This is an optimization exercise on Yosys and OpenROAD, whose aim is small area and a short achievable clock period, not a production implementation.
In this exercise RTL edits were held to simulation tests only and were not proved equivalent to the original.
No activity file was given, so power comes from the tool's default toggle rates.

$ cat design/flow/run.sh
#!/bin/bash
# synth_recipe.tcl (not shown) runs the flow's synth.tcl, then flattens the netlist and writes it again
# the make line also repeats each setting of config.mk as NAME=value (left out here)
make -C /OpenROAD-flow-scripts/flow DESIGN_CONFIG=/design/flow/config.mk WORK_HOME=/design/flow/orfs CLKGATE_MAP_FILE= SYNTH_SCRIPT=/design/flow/synth_recipe.tcl finish
$ cat design/flow/config.mk
export PLATFORM = sky130hd
export DESIGN_NAME = stream_fifo
export DESIGN_NICKNAME = stream_fifo
export VERILOG_FILES = /design/flow/design.v
export SDC_FILE = /design/flow/constraint.sdc
export NUM_CORES = 4
export LEC_CHECK = 0
export CAP_MARGIN = 20
export CORE_MARGIN = 2
export CORE_UTILIZATION = 45
export SLEW_MARGIN = 20
$ cat design/flow/constraint.sdc
create_clock -name core_clock -period 7.0 [get_ports {clk}]
set_input_delay 1.4000 -clock core_clock [delete_from_list [all_inputs] [get_ports {clk}]]
set_output_delay 1.4000 -clock core_clock [all_outputs]
set_load 0.01 [all_outputs]
$ cat design/flow/design.v
package fifo_pkg;
  localparam int STATUS_CNT_W = 32;
  typedef struct packed {
    logic [STATUS_CNT_W-1:0] count;
    logic                    almostFull;
    logic                    almostEmpty;
    logic                    overflow;
  } fifo_status_t;
  function automatic integer count_width(input integer depth);
    count_width = $clog2(depth + 1);
  endfunction
endpackage
module fifo_ram #(
  parameter int DEPTH = 128,
  parameter int WIDTH = 32,
  localparam int AW   = (DEPTH > 1) ? $clog2(DEPTH) : 1
) (
  input  logic             clk,
  input  logic             we,
  input  logic [AW-1:0]    waddr,
  input  logic [WIDTH-1:0] wdata,
  input  logic [AW-1:0]    raddr,
  output logic [WIDTH-1:0] rdata
);
  logic [WIDTH-1:0] mem [DEPTH];
  always_ff @(posedge clk) begin
    if (we) mem[waddr] <= wdata;
  end
  assign rdata = mem[raddr];
endmodule
module stream_fifo #(
  parameter int DEPTH         = 128,
  parameter int WIDTH         = 32,
  parameter int OUT_REG       = 0,
  parameter int AFULL_THRESH  = DEPTH - 4,
  parameter int AEMPTY_THRESH = 4,
  localparam int CW           = fifo_pkg::count_width(DEPTH),
  localparam int AW           = (DEPTH > 1) ? $clog2(DEPTH) : 1
) (
  input  logic             clk,
  input  logic             rst,
  input  logic             IN_flush,
  input  logic [WIDTH-1:0] IN_data,
  input  logic             IN_valid,
  output logic             OUT_ready,
  input  logic             IN_ready,
  output logic             OUT_valid,
  output logic [WIDTH-1:0] OUT_data,
  output logic [CW-1:0]    OUT_count,
  output logic             OUT_almostFull,
  output logic             OUT_almostEmpty,
  output logic             OUT_overflow
);
  localparam int STATUS_CNT_W = fifo_pkg::STATUS_CNT_W;
  fifo_pkg::fifo_status_t  status_q, status_d;
  logic                    ready_q;
  logic                    head_vld;
  logic [WIDTH-1:0]        head_dat, ram_rdata;
  logic [AW-1:0]           wr_ptr, rd_ptr;
  logic                    push, pop, ram_we, rd_adv;
  logic [STATUS_CNT_W-1:0] cnt_n;
  function automatic logic [AW-1:0] ptr_inc(input logic [AW-1:0] p);
    ptr_inc = (p == AW'(DEPTH - 1)) ? '0 : p + AW'(1);
  endfunction
  assign push = IN_valid && ready_q && !IN_flush;
  assign pop  = head_vld && IN_ready && !IN_flush;
  always_comb begin
    cnt_n = status_q.count;
    if (IN_flush)          cnt_n = '0;
    else if (push && !pop) cnt_n = status_q.count + STATUS_CNT_W'(1);
    else if (pop && !push) cnt_n = status_q.count - STATUS_CNT_W'(1);
  end
  always_comb begin
    status_d             = status_q;
    status_d.count       = cnt_n;
    status_d.almostFull  = (cnt_n >= STATUS_CNT_W'(AFULL_THRESH));
    status_d.almostEmpty = (cnt_n <= STATUS_CNT_W'(AEMPTY_THRESH));
    status_d.overflow    = !IN_flush && (status_q.overflow || (IN_valid && !ready_q));
  end
  always_ff @(posedge clk or posedge rst) begin
    if (rst) begin
      status_q.count       <= '0;
      status_q.almostFull  <= 1'b0;
      status_q.almostEmpty <= 1'b1;
      status_q.overflow    <= 1'b0;
      ready_q  <= 1'b1;
      wr_ptr   <= '0;
      rd_ptr   <= '0;
    end else begin
      status_q <= status_d;
      ready_q  <= (cnt_n != STATUS_CNT_W'(DEPTH));
      if (IN_flush) begin
        wr_ptr <= '0;
        rd_ptr <= '0;
      end else begin
        if (ram_we) wr_ptr <= ptr_inc(wr_ptr);
        if (rd_adv) rd_ptr <= ptr_inc(rd_ptr);
      end
    end
  end
  fifo_ram #(.DEPTH(DEPTH), .WIDTH(WIDTH)) u_ram (
    .clk   (clk),
    .we    (ram_we),
    .waddr (wr_ptr),
    .wdata (IN_data),
    .raddr (rd_ptr),
    .rdata (ram_rdata)
  );
  if (OUT_REG == 0) begin : g_direct
    logic vld_q;
    always_ff @(posedge clk or posedge rst) begin
      if (rst) vld_q <= 1'b0;
      else     vld_q <= (cnt_n != '0);
    end
    assign head_vld = vld_q;
    assign head_dat = vld_q ? ram_rdata : '0;
    assign ram_we   = push;
    assign rd_adv   = pop;
  end else begin : g_oreg
    logic                    ov_q;
    logic [WIDTH-1:0]        od_q;
    logic [STATUS_CNT_W-1:0] mem_cnt;
    logic                    refill, mem_has, bypass;
    assign mem_cnt = status_q.count - STATUS_CNT_W'(ov_q);
    assign refill  = !ov_q || pop;
    assign mem_has = (mem_cnt != '0);
    assign bypass  = pop && push && !mem_has;
    assign ram_we  = push && !bypass;
    assign rd_adv  = refill && mem_has && !IN_flush;
    always_ff @(posedge clk or posedge rst) begin
      if (rst) begin
        ov_q <= 1'b0;
        od_q <= '0;
      end else if (IN_flush) begin
        ov_q <= 1'b0;
      end else if (refill) begin
        if (mem_has) begin
          ov_q <= 1'b1;
          od_q <= ram_rdata;
        end else if (bypass) begin
          ov_q <= 1'b1;
          od_q <= IN_data;
        end else begin
          ov_q <= 1'b0;
        end
      end
    end
    assign head_vld = ov_q;
    assign head_dat = od_q;
  end
  assign OUT_ready       = ready_q;
  assign OUT_valid       = head_vld;
  assign OUT_data        = head_dat;
  assign OUT_count       = status_q.count[CW-1:0];
  assign OUT_almostFull  = status_q.almostFull;
  assign OUT_almostEmpty = status_q.almostEmpty;
  assign OUT_overflow    = status_q.overflow;
endmodule
==> out/results.md <==
### Synthesis
- **Synth Flop Type** sky130_fd_sc_hd__edfxtp_1
- **register bit total from synthesis** 4,147
- **per-instance average area after synthesis** 24.3 µm²
- **syn_nets** 6,620
- **count leader, synth** sky130_fd_sc_hd__edfxtp_1
- **Syn Std Cell Area** 160,000 µm²
- **sequential fraction of the synthesis area** 77.9%
- **yosys synthesis warning count** 2
- **distinct cell type count of the synthesized netlist** 66
- **dominant cell type by area after synthesis** sky130_fd_sc_hd__edfxtp_1
- **Async S/R FF share, synth** 1.23%
- **number of synthesized flops with an enable pin** 4,096
- **commonest cells in the netlist** 4,096 x sky130_fd_sc_hd__edfxtp_1, 1,280 x sky130_fd_sc_hd__mux4_2, 260 x sky130_fd_sc_hd__clkbuf_1
- **top-area cell type share of the netlist area** 77.1%
- **Area contributors post-synth** sky130_fd_sc_hd__edfxtp_1 77%, sky130_fd_sc_hd__mux4_2 18%, sky130_fd_sc_hd__dfrtp_1 0.77%
- **Post-Syn Instances** 6,579

### Floorplan
- **Die X-Extent** 600 µm
- **placement row count** 218
- **Std-Cell Core Area** 353,000 µm²
- **area of the die** 359,000 µm²
- **floorplan die height** 600 µm
- **I/O Pins** 82
- **initial core utilization** 45.3%

### STA
- **worst slew margin relative to its limit** 26.3%
- **Post-Route Setup TNS** 0 ns
- **Final period util** 96.8%
- **transition at the pin with the smallest max-transition slack** 1.11 ns
- **worst clock skew** 0.0557 ns
- **count of final max-slew check failures** 0
- **final setup violation count** 0
- **setup repair after global routing missed its margin** false
- **Tmin final** 6.78 ns
- **highest attainable clock frequency** 0.148 GHz
- **Hold Vio Cnt, Final** 0

### Routing
- **wire length per cell** 34.7 µm
- **vias per std cell** 6.16
- **DR iter-0 viols** 10,206
- **wire length after detailed routing** 422 mm
- **antenna-violating nets left** 0
- **detailed-route DRC error count** 0
- **via total after detailed routing** 74,895
- **DRT Pass-1 Iters** 6

### Critical path
- **worst setup slack for register-to-register paths** 2.63 ns
- **length in cells of the worst reg-to-reg path** 9
- **Critical Path Sink** OUT_data[9]
- **startpoint of the most critical setup path** rd_ptr[0]
- **critical path fanouts, max** 16
- **Setup CP Type** reg2out
- **CP Launch Type** register
- **type of destination of the critical path** output port
- **arrival time of data at the critical path endpoint** 5.38 ns
- **worst r2r src** g_direct.vld_q
- **data required time of the critical path** 5.60 ns
- **capture point of the worst reg-to-reg path** status_q[1]

### Global route
- **first-pass GRT wire length** 589 mm
- **Congestion Overflow GR** 0
- **initial antenna violation count** 27
- **Overall Global Routing Usage** 23.4%
- **pin count of the biggest net entering global routing** 113
- **via count of the first global-routing pass** 75,808

### Final layout
- **total area of multi-input combinational cells** 34,800 µm²
- **area taken by flip-flops and latches** 124,000 µm²
- **post-route insts no fill** 12,155
- **Finished Cell Area** 183,000 µm²
- **Layout Utilization** 51.8%
- **final-layout fill cell count** 26,913
- **Final Net Count** 7,111
- **layout overhead on the synthesized area** 14.4%
- **share of final-layout standard cells stronger than drive strength 1** 33.0%

### Flow run
- **max-cap viol count** 0

### Placed design
- **Placed Instance Area** 169,000 µm²
- **DP Cell Count** 11,373
- **total of buffers placed on input and output ports** 81
- **Detailed Place HPWL** 240 mm
- **routability congestion estimate from global placement** 0.846

### CTS
- **clock tree from TritonCTS** built
- **root buffer cell** sky130_fd_sc_hd__clkbuf_16
- **clock sinks** 4,147
- **later-pin clock latency in the skew report** 0.96 ns
- **number of buffers inserted for hold repair after clock tree synthesis** 0
- **CTS max path bufs** 4
- **number of levels the H-tree was split into** 5
- **post-CTS clock slew at the launch and capture registers of the worst setup and hold paths** 0.06 ns
- **CTS Buf Count** 419

### Pwr
- **Static Leakage** 54.7 nW
- **power per unit of standard cell area** 302 nW/µm²
- **Max IR drop VDD** 0.233 mV
- **post-layout total power** 55.2 mW

### Worst hold path
- **Hold Crit Class** reg2reg

### Run status
- **status** complete, no violations

-- how the worst min path moves through the flow --
stage               cells past startpoint          end  slack (ns)         from
finish                                  2  status_q[0]        0.51  status_q[0]
detailed placement                      2  status_q[0]        0.49  status_q[0]
CTS                                     2  status_q[0]        0.51  status_q[0]
floorplan                               1    wr_ptr[3]        0.52    wr_ptr[3]
global route                            2  status_q[0]        0.55  status_q[0]
global placement                        2  status_q[0]        0.50  status_q[0]
-- cell type report --
type	instances	share of cell area, %
Antenna cell	9	0.0123
Clock buffer	522	6.04
Clock inverter	245	1.15
Inverter	14	0.0288
Multi-Input combinational cell	2030	19.0
Sequential cell	4147	68.1
Tap cell	4730	3.24
Timing Repair Buffer	458	2.39
-- sequential cells by signal, indices dropped and copies added, names as in the netlist --
| signal | count |
|---|---|
| rd_ptr | 7 |
| status_q | 35 |
| g_direct.vld_q | 1 |
| wr_ptr | 7 |
| u_ram.mem | 4096 |
| ready_q | 1 |
-- layer usage --
layer	up-vias	track usage (%)	routed length, µm
li1	29594	-	-
met1	41400	32.9	168000
met2	3355	38.3	207000
met3	536	3.68	33300
met4	10	6.91	13000
met5	-	0	59
-- stage by stage --
step	setup slack [ns]	hold WS, ns
2_1_floorplan	1.09	0.520
3_3_place_gp	0.480	0.501
3_5_place_dp	0.516	0.489
4_1_cts	0.141	0.505
5_1_grt	0.141	0.549
6_report	0.225	0.506
-- kinds of logic after synthesis --
kind of cell	after synthesis	share of synthesized area [%]
fa+ha+maj	4	0.0314
flops	4147	77.9
buf+inv	402	0.979
simple gates	427	1.40
xor+xnor	18	0.0988
compound gates	196	0.895
mux	1385	18.7
-- critical path: stages (launching register included) --
cell	delay, ns
sky130_fd_sc_hd__dfrtp_4	0.49
sky130_fd_sc_hd__buf_12	0.21
sky130_fd_sc_hd__buf_12	0.20
sky130_fd_sc_hd__buf_4	0.36
sky130_fd_sc_hd__mux4_2	0.57
sky130_fd_sc_hd__mux4_2	0.45
sky130_fd_sc_hd__nor2b_1	0.26
sky130_fd_sc_hd__a211oi_1	0.68
sky130_fd_sc_hd__buf_4	0.24
sky130_fd_sc_hd__a21oi_1	0.05
sky130_fd_sc_hd__o211a_1	0.32
sky130_fd_sc_hd__clkdlybuf4s50_1	0.52
-- cells in the final DEF, fill, tap and decap left out, types with 12 or more instances in the layout --
cell type	Yosys	routed
sky130_fd_sc_hd__clkbuf_16	0	425
sky130_fd_sc_hd__nor3_1	26	26
sky130_fd_sc_hd__a22oi_1	36	36
sky130_fd_sc_hd__clkinv_2	0	80
sky130_fd_sc_hd__o211a_1	33	33
sky130_fd_sc_hd__clkinv_1	0	95
sky130_fd_sc_hd__a211oi_1	34	32
sky130_fd_sc_hd__inv_1	14	13
sky130_fd_sc_hd__inv_6	0	12
sky130_fd_sc_hd__o21ai_0	14	14
sky130_fd_sc_hd__buf_4	9	343
sky130_fd_sc_hd__mux4_2	1280	1280
sky130_fd_sc_hd__xor2_1	13	13
sky130_fd_sc_hd__dfrtp_1	49	41
sky130_fd_sc_hd__nand3_1	22	21
sky130_fd_sc_hd__nand2_1	44	43
sky130_fd_sc_hd__nor4_1	21	18
sky130_fd_sc_hd__a21oi_1	44	44
sky130_fd_sc_hd__clkdlybuf4s50_1	0	48
sky130_fd_sc_hd__mux2i_1	97	94
sky130_fd_sc_hd__edfxtp_1	4096	4096
sky130_fd_sc_hd__clkbuf_1	260	94
sky130_fd_sc_hd__bufinv_16	0	29
sky130_fd_sc_hd__nand4_1	23	23
sky130_fd_sc_hd__buf_12	0	58
sky130_fd_sc_hd__nor2b_1	42	41
sky130_fd_sc_hd__nor2_1	169	43
sky130_fd_sc_hd__nor2_4	0	126
-- where the power goes --
group	leakage, nW	internal, mW	switching (mW)
clock network	6.42	12.2	9.37
logic	10.8	2.89	3.29
registers	37.5	27.3	0.0988
-- repair_timing --
action                                 4_1_cts  5_1_grt
endpoints found under the hold margin        0        0
setup endpoints to repair                    9        0
setup buffers                                5        0
resized for setup                            7        0

==> re-timing with driven ports <==
No port has a modelled driver above. Below, the same layout with a new extraction and two added sets of constraints. Step 1 (the two cells are an assumption about what drives the block):
set clk [get_ports {clk}]
set_driving_cell -lib_cell sky130_fd_sc_hd__clkbuf_16 $clk
set_driving_cell -lib_cell sky130_fd_sc_hd__buf_2 [delete_from_list [all_inputs] $clk]
Step 2, shift: input delay + t, output delay - t, t = (earliest + latest rising clock arrival at the registers) / 2. This alone moves slack from input paths to output paths. Three values: ideal ports, drivers, drivers and shift; two values: the first two.
shift t [ns]: 1.043
setup WS [ns]: 0.225 / 0.123 / 1.167
clock arrival spread, ns: 0.071 / 0.071
worst register clock-pin slew, ns: 0.07 / 0.07
worst slew at a driven data input, ns: 0.17
After both steps setup and hold are still met in this run. For this run, drivers alone change the setup slack by -0.102 ns; drivers and shift together by +0.942 ns.
